Context: an optimization exercise on an open-source flow, tuned for small area and a short achievable clock period. The choices shown serve that exercise and are no tape-out recipe.
Only simulation tests tie the RTL to the original design; equivalence was not proved.
Power is estimated from default activity; no workload was simulated.

### flow/run.sh
#!/bin/bash
# synth_recipe.tcl (not shown) runs the flow's synth.tcl, then flattens the netlist and writes it again
# the make line also repeats each setting of config.mk as NAME=value (left out here)
make -C /OpenROAD-flow-scripts/flow DESIGN_CONFIG=/design/flow/config.mk WORK_HOME=/design/flow/orfs CLKGATE_MAP_FILE= SYNTH_SCRIPT=/design/flow/synth_recipe.tcl finish
### flow/config.mk
export PLATFORM = sky130hd
export DESIGN_NAME = m2_pingpong_block_buffer
export DESIGN_NICKNAME = m2_pingpong_block_buffer
export VERILOG_FILES = /design/flow/design.v
export SDC_FILE = /design/flow/constraint.sdc
export NUM_CORES = 4
export LEC_CHECK = 0
export CAP_MARGIN = 20
export CELL_PAD_IN_SITES_DETAIL_PLACEMENT = 1
export CELL_PAD_IN_SITES_GLOBAL_PLACEMENT = 2
export CORE_MARGIN = 2
export CORE_UTILIZATION = 30
export PLACE_DENSITY = 0.5
export SLEW_MARGIN = 20
### flow/constraint.sdc
create_clock -name core_clock -period 5.5 [get_ports {CLOCK_I}]
set_input_delay 1.1000 -clock core_clock [delete_from_list [all_inputs] [get_ports {CLOCK_I}]]
set_output_delay 1.1000 -clock core_clock [all_outputs]
set_load 0.01 [all_outputs]
### flow/design.v
module m2_pingpong_block_buffer #(
    parameter int DATA_W  = 32,
    parameter int BLK_DIM = 8
) (
    input  logic              CLOCK_I,
    input  logic              RESETN_I,
    input  logic              WR_VALID_I,
    input  logic [DATA_W-1:0] WR_DATA_I,
    output logic              WR_READY_O,
    output logic              WR_BLOCK_DONE_O,
    input  logic              RD_TRANSPOSE_I,
    output logic              RD_VALID_O,
    output logic [DATA_W-1:0] RD_DATA_O,
    output logic              RD_LAST_O,
    input  logic              RD_READY_I,
    output logic              RD_BLOCK_DONE_O,
    output logic [1:0]        BANK_FULL_O
);
    localparam int WORDS  = BLK_DIM * BLK_DIM;
    localparam int ADDR_W = $clog2(WORDS);
    localparam int LOG_N  = $clog2(BLK_DIM);
    localparam logic [ADDR_W-1:0] LAST_ADDR = ADDR_W'(WORDS - 1);
    typedef enum logic [1:0] {RD_IDLE, RD_ISSUE, RD_DRAIN} rd_state_t;
    logic [DATA_W-1:0] mem [2*WORDS];
    logic [ADDR_W-1:0] wr_cnt;
    logic [ADDR_W-1:0] rd_cnt;
    logic [ADDR_W-1:0] rd_addr;
    logic              wr_bank;
    logic              rd_bank;
    logic              tr_q;
    logic [1:0]        full;
    logic              wr_fire;
    logic              wr_fill;
    logic              rd_free;
    logic              issue;
    logic              pop;
    logic [DATA_W-1:0] fifo_dat [2];
    logic [1:0]        fifo_last;
    logic              wptr;
    logic              rptr;
    logic [1:0]        fifo_cnt;
    rd_state_t         state;
    rd_state_t         state_nxt;
    assign wr_fire = WR_VALID_I & ~full[wr_bank];
    assign wr_fill = wr_fire & (wr_cnt == LAST_ADDR);
    assign pop     = (fifo_cnt != 2'd0) & RD_READY_I;
    assign rd_addr = tr_q ? {rd_cnt[LOG_N-1:0], rd_cnt[ADDR_W-1:LOG_N]} : rd_cnt;
    always_comb begin
        state_nxt = state;
        issue     = 1'b0;
        rd_free   = 1'b0;
        case (state)
            RD_IDLE: begin
                if (full[rd_bank]) state_nxt = RD_ISSUE;
            end
            RD_ISSUE: begin
                if ((fifo_cnt != 2'd2) || pop) begin
                    issue = 1'b1;
                    if (rd_cnt == LAST_ADDR) state_nxt = RD_DRAIN;
                end
            end
            RD_DRAIN: begin
                if (pop && fifo_last[rptr]) begin
                    rd_free   = 1'b1;
                    state_nxt = RD_IDLE;
                end
            end
            default: state_nxt = RD_IDLE;
        endcase
    end
    always_ff @(posedge CLOCK_I) begin
        if (wr_fire) mem[{wr_bank, wr_cnt}] <= WR_DATA_I;
    end
    always_ff @(posedge CLOCK_I or negedge RESETN_I) begin
        if (!RESETN_I) begin
            wr_cnt          <= '0;
            wr_bank         <= 1'b0;
            rd_bank         <= 1'b0;
            rd_cnt          <= '0;
            tr_q            <= 1'b0;
            full            <= 2'b00;
            state           <= RD_IDLE;
            WR_BLOCK_DONE_O <= 1'b0;
            RD_BLOCK_DONE_O <= 1'b0;
            fifo_dat[0]     <= '0;
            fifo_dat[1]     <= '0;
            fifo_last       <= 2'b00;
            wptr            <= 1'b0;
            rptr            <= 1'b0;
            fifo_cnt        <= 2'd0;
        end else begin
            state           <= state_nxt;
            WR_BLOCK_DONE_O <= wr_fill;
            RD_BLOCK_DONE_O <= rd_free;
            if (wr_fire) wr_cnt <= wr_fill ? '0 : wr_cnt + 1'b1;
            if (wr_fill) begin
                wr_bank       <= ~wr_bank;
                full[wr_bank] <= 1'b1;
            end
            if (rd_free) begin
                rd_bank       <= ~rd_bank;
                full[rd_bank] <= 1'b0;
            end
            if (state == RD_IDLE && full[rd_bank]) begin
                tr_q   <= RD_TRANSPOSE_I;
                rd_cnt <= '0;
            end
            if (issue) begin
                rd_cnt          <= rd_cnt + 1'b1;
                fifo_dat[wptr]  <= mem[{rd_bank, rd_addr}];
                fifo_last[wptr] <= (rd_cnt == LAST_ADDR);
                wptr            <= ~wptr;
            end
            if (pop) rptr <= ~rptr;
            fifo_cnt <= fifo_cnt + {1'b0, issue} - {1'b0, pop};
        end
    end
    assign WR_READY_O  = ~full[wr_bank];
    assign RD_VALID_O  = (fifo_cnt != 2'd0);
    assign RD_DATA_O   = fifo_dat[rptr];
    assign RD_LAST_O   = fifo_last[rptr];
    assign BANK_FULL_O = full;
endmodule
==> impl_metrics.csv <==
group,metric,value,unit
clocking,cts_tree,"built",
clocking,insertion_delay,1.09,ns
clocking,numClockSinks,4187,
global_routing,grt_pass1_vias,123000,
timing,fin_ws,0.0815,ns
global_routing,antenna_found_initial,104,
drt,wl_per_cell,40.8,µm
timing,report.final.slew_viol_count,0,
setup_path,path_delay_family,"simple AND/OR/NAND/NOR gates",
placed_design,gp_congestion,0.875,
timing,hold_viol,0,
floorplan,io_pins,76,
timing,slew_headroom,1.12,%
power_and_ir_drop,leakagePower,65.1,nW
timing,period_needed,5.42,ns
setup_path,worstPathRequired,6.52,ns
yosys,seq_area_frac_synth,72.0,%
timing,hold_slack,0.0516,ns
cells_and_area,area_growth,18.3,%
timing,timing.fmax,0.185,GHz
drt,drc_errors,0,
cells_and_area,layout_common_cells,"4096 x edfxtp_1, 1353 x a21oi_1, 1289 x nand2_1",
setup_path,crit_top_cell,"buf_4",
drt,wl,853000,µm
yosys,syn_nets,12300,
cells_and_area,multiInputGateArea,0.0458,mm²
drt,drtPass1Iterations,6,
drt,dr.first_iter.drc_count,14800,
floorplan,row_count,279,
setup_path,setup.worst_path.end_class,"flip-flop",
cells_and_area,final_area,0.206,mm²
setup_path,start_kind,"flip-flop",
job,drv_cap,0,
yosys,yosys_warnings,2,
yosys,avgSynthCellArea,14.2,µm²
cells_and_area,drive_above_1_share,15.7,%
yosys,synth_cell_types,85,
cells_and_area,layout.nets,12800,
floorplan,fp.dieW,766,µm
drt,vias,122000,
global_routing,grt_usage,28.4,%
timing,finalSetupTns,0,ns
yosys,synth_enable_flop_cells,4096,
power_and_ir_drop,power,124,mW
floorplan,die_h,766,µm
yosys,ys_top_cells_by_area,"edfxtp_1 71%, a21oi_1 3.9%, nand2_1 2.8%",
clocking,postCtsSetupBuffers,0,
setup_path,path_class,"reg2reg",
clocking,cts-htree-levels,5,
global_routing,grt_max_degree,156,
timing,period_share,98.5,%
floorplan,fp.dieArea,0.586,mm²
drt,via_per_inst,5.85,
cells_and_area,fillers,59100,
timing,tightestPinTransition,1.48,ns
cells_and_area,seq_area,0.125,mm²
placed_design,dp_hpwl,525000,µm
setup_path,crit_arrival,6.44,ns
yosys,synthArstFlopShare,2.17,%
hold_path,hp-class,"in2async",
placed_design,dpl.cell_count,20000,
cells_and_area,layoutNonFillerInstCount,20900,
clocking,hold_buffers,0,
yosys,synth_top_cell_by_area,"edfxtp_1",
yosys,synth_top_area_share,70.7,%
timing,rsz0062_at_grt,"false",
status,status,"timing/DRC/antenna clean",
power_and_ir_drop,peakVddDrop,0.000641,V
timing,skew,0.0713,ns
cells_and_area,fin_util,35.6,%
timing,setup_violations,0,
clocking,cts-root-buf,"clkbuf_16",
yosys,syn_area,0.174,mm²
setup_path,crit_path_cell_trace,"buf_4, mux2_8, nand2_2, buf_4, a31oi_1, nor4_1, buf_4, or4_1, a311o_1, mux2_2",
drt,drtAntennaViolNets,0,
yosys,syn_inst,12300,
floorplan,core,0.578,mm²
global_routing,grt_overflow_total,0,
setup_path,slowest_delay,0.95,ns
power_and_ir_drop,pwr_density_cell,602,mW/mm²
global_routing,grt_pass1_wl,1140000,µm
setup_path,crit_fanout,28,
yosys,synth-main-ff-cell,"edfxtp_1",
setup_path,cp_num_buf_inv,3,
clocking,cts_buffer_depth,4,
cells_and_area,final_common_cell,"edfxtp_1",
clocking,cts_resized,0,
setup_path,cp_slowest_cell,"nor4_1",
placed_design,place_ws,0.151,ns
placed_design,dpl-instance-area,0.191,mm²
clocking,numCtsBuffers,483,
placed_design,numPortBuffers,75,
floorplan,start_util,30.1,%
yosys,yosys_register_bits,4187,
clocking,clk_pin_slew_worst_paths,0.06,ns
## worst reg2reg max path: stages (launching register included)
cell,delay [ns]
dfrtp_4,0.80
buf_4,0.36
mux2_8,0.56
nand2_2,0.32
buf_4,0.62
a31oi_1,0.33
nor4_1,0.95
buf_4,0.26
or4_1,0.69
a311o_1,0.32
mux2_2,0.16
## cell type report
class	instances	area share, %
clock inverter	283	1.30
inverter	73	0.151
antenna	44	0.0535
tap	7727	4.70
multi-input combinational	7030	22.2
timing repair buffer	952	4.59
sequential	4187	60.9
clock buffer	600	6.10
## metal layers
metal | vias up | GRT usage [%] | routed length (µm)
met5 | - | 0 | 132
met4 | 22 | 11.8 | 41800
met3 | 1216 | 3.68 | 54700
met2 | 4968 | 45.5 | 392000
met1 | 66500 | 38.9 | 363000
li1 | 49500 | - | -
## cell usage after synthesis, drive strengths merged, types with 17 or more instances
| master | count |
|---|---|
| nand2b | 71 |
| mux4 | 138 |
| o22ai | 263 |
| nand4 | 36 |
| a31oi | 146 |
| a2111oi | 29 |
| o221ai | 64 |
| nor2b | 52 |
| a211o | 50 |
| a22oi | 93 |
| nor2 | 387 |
| o32ai | 17 |
| a2bb2oi | 21 |
| mux2i | 441 |
| o41ai | 22 |
| a21oi | 1360 |
| o211ai | 162 |
| buf | 646 |
| clkbuf | 325 |
| a221o | 19 |
| nor4 | 50 |
| inv | 72 |
| o311ai | 20 |
| o31ai | 54 |
| a311oi | 23 |
| and2 | 23 |
| o21a | 21 |
| a22o | 22 |
| a21o | 119 |
| o21ai | 415 |
| a41oi | 19 |
| a211oi | 635 |
| and3 | 20 |
| o22a | 20 |
| a221oi | 64 |
| o2111ai | 28 |
| edfxtp | 4096 |
| nand3 | 443 |
| nor3 | 71 |
| o21bai | 28 |
| mux2 | 86 |
| dfrtp | 91 |
| nand2 | 1302 |
| a32oi | 34 |
## where the power goes
| group | total, mW | internal (mW) | switching (mW) |
|---|---|---|---|
| clock | 31.9 | 18.0 | 13.9 |
| combinational | 55.6 | 15.1 | 40.4 |
| sequential | 36.4 | 35.9 | 0.539 |
## cell families (layout without fill, tap and decap cells)
kind of cell | Yosys count | after routing | share of synthesized area (%)
flip-flops | 4187 | 4187 | 72.0
adder cells (fa/ha/maj) | 4 | 4 | 0.0288
AND/OR/NAND/NOR | 2521 | 2521 | 6.31
multiplexers | 665 | 665 | 4.89
other | 0 | 44 | 0
buffers and inverters | 1044 | 1908 | 2.60
AO/OA/AOI/OAI | 3833 | 3833 | 14.1
XOR/XNOR | 7 | 7 | 0.0352
## registers in the layout, summed over array words and instances (netlist names), named ones only
signal and count:
mem 4096, fifo_dat 64, rd_cnt 6, wr_cnt 6, fifo_cnt 2, full 2, state 2, RD_BLOCK_DONE_O 1
WR_BLOCK_DONE_O 1, rd_bank 1, rptr 1, tr_q 1, wptr 1, wr_bank 1
## worst paths after layout
kind	startpoint	endpoint	slack [ns]	cells past startpoint
min in group core_clock	WR_DATA_I[10]	mem[52][10]	0.43	1
hold reg to reg	fifo_dat[0][22]	fifo_dat[0][22]	0.48	2
setup / recovery	tr_q	fifo_dat[1][3]	0.08	10
setup reg to reg	tr_q	fifo_dat[1][3]	0.08	10
hold / removal	RESETN_I	fifo_cnt[1]	0.05	1
max in group asynchronous	RESETN_I	rd_cnt[4]	4.04	2

what the ideal ports hide:
The results above use ideal ports. As a check the final layout listed here was re-extracted and re-timed, cells and wires unchanged. Step 1, drivers: a clkbuf_16 drives CLOCK_I and a buf_2 each remaining input, both assumed. Step 2 also shifts input and output timing later by t, the mid clock arrival at the registers, as if the neighbouring blocks saw the same clock. a / b / c = no drivers / after step 1 / after step 2; a / b = the first two.
t (ns): 1.175
slack for setup (ns): 0.081 / 0.081 / 0.081
worst hold slack (ns): 0.052 / -0.046 / 0.481
slew at the worst register clock pin (ns): 0.07 / 0.07
After both steps this run still meets setup and hold. For this run, drivers alone change the setup slack by 0.000 ns; drivers and shift together by 0.000 ns.
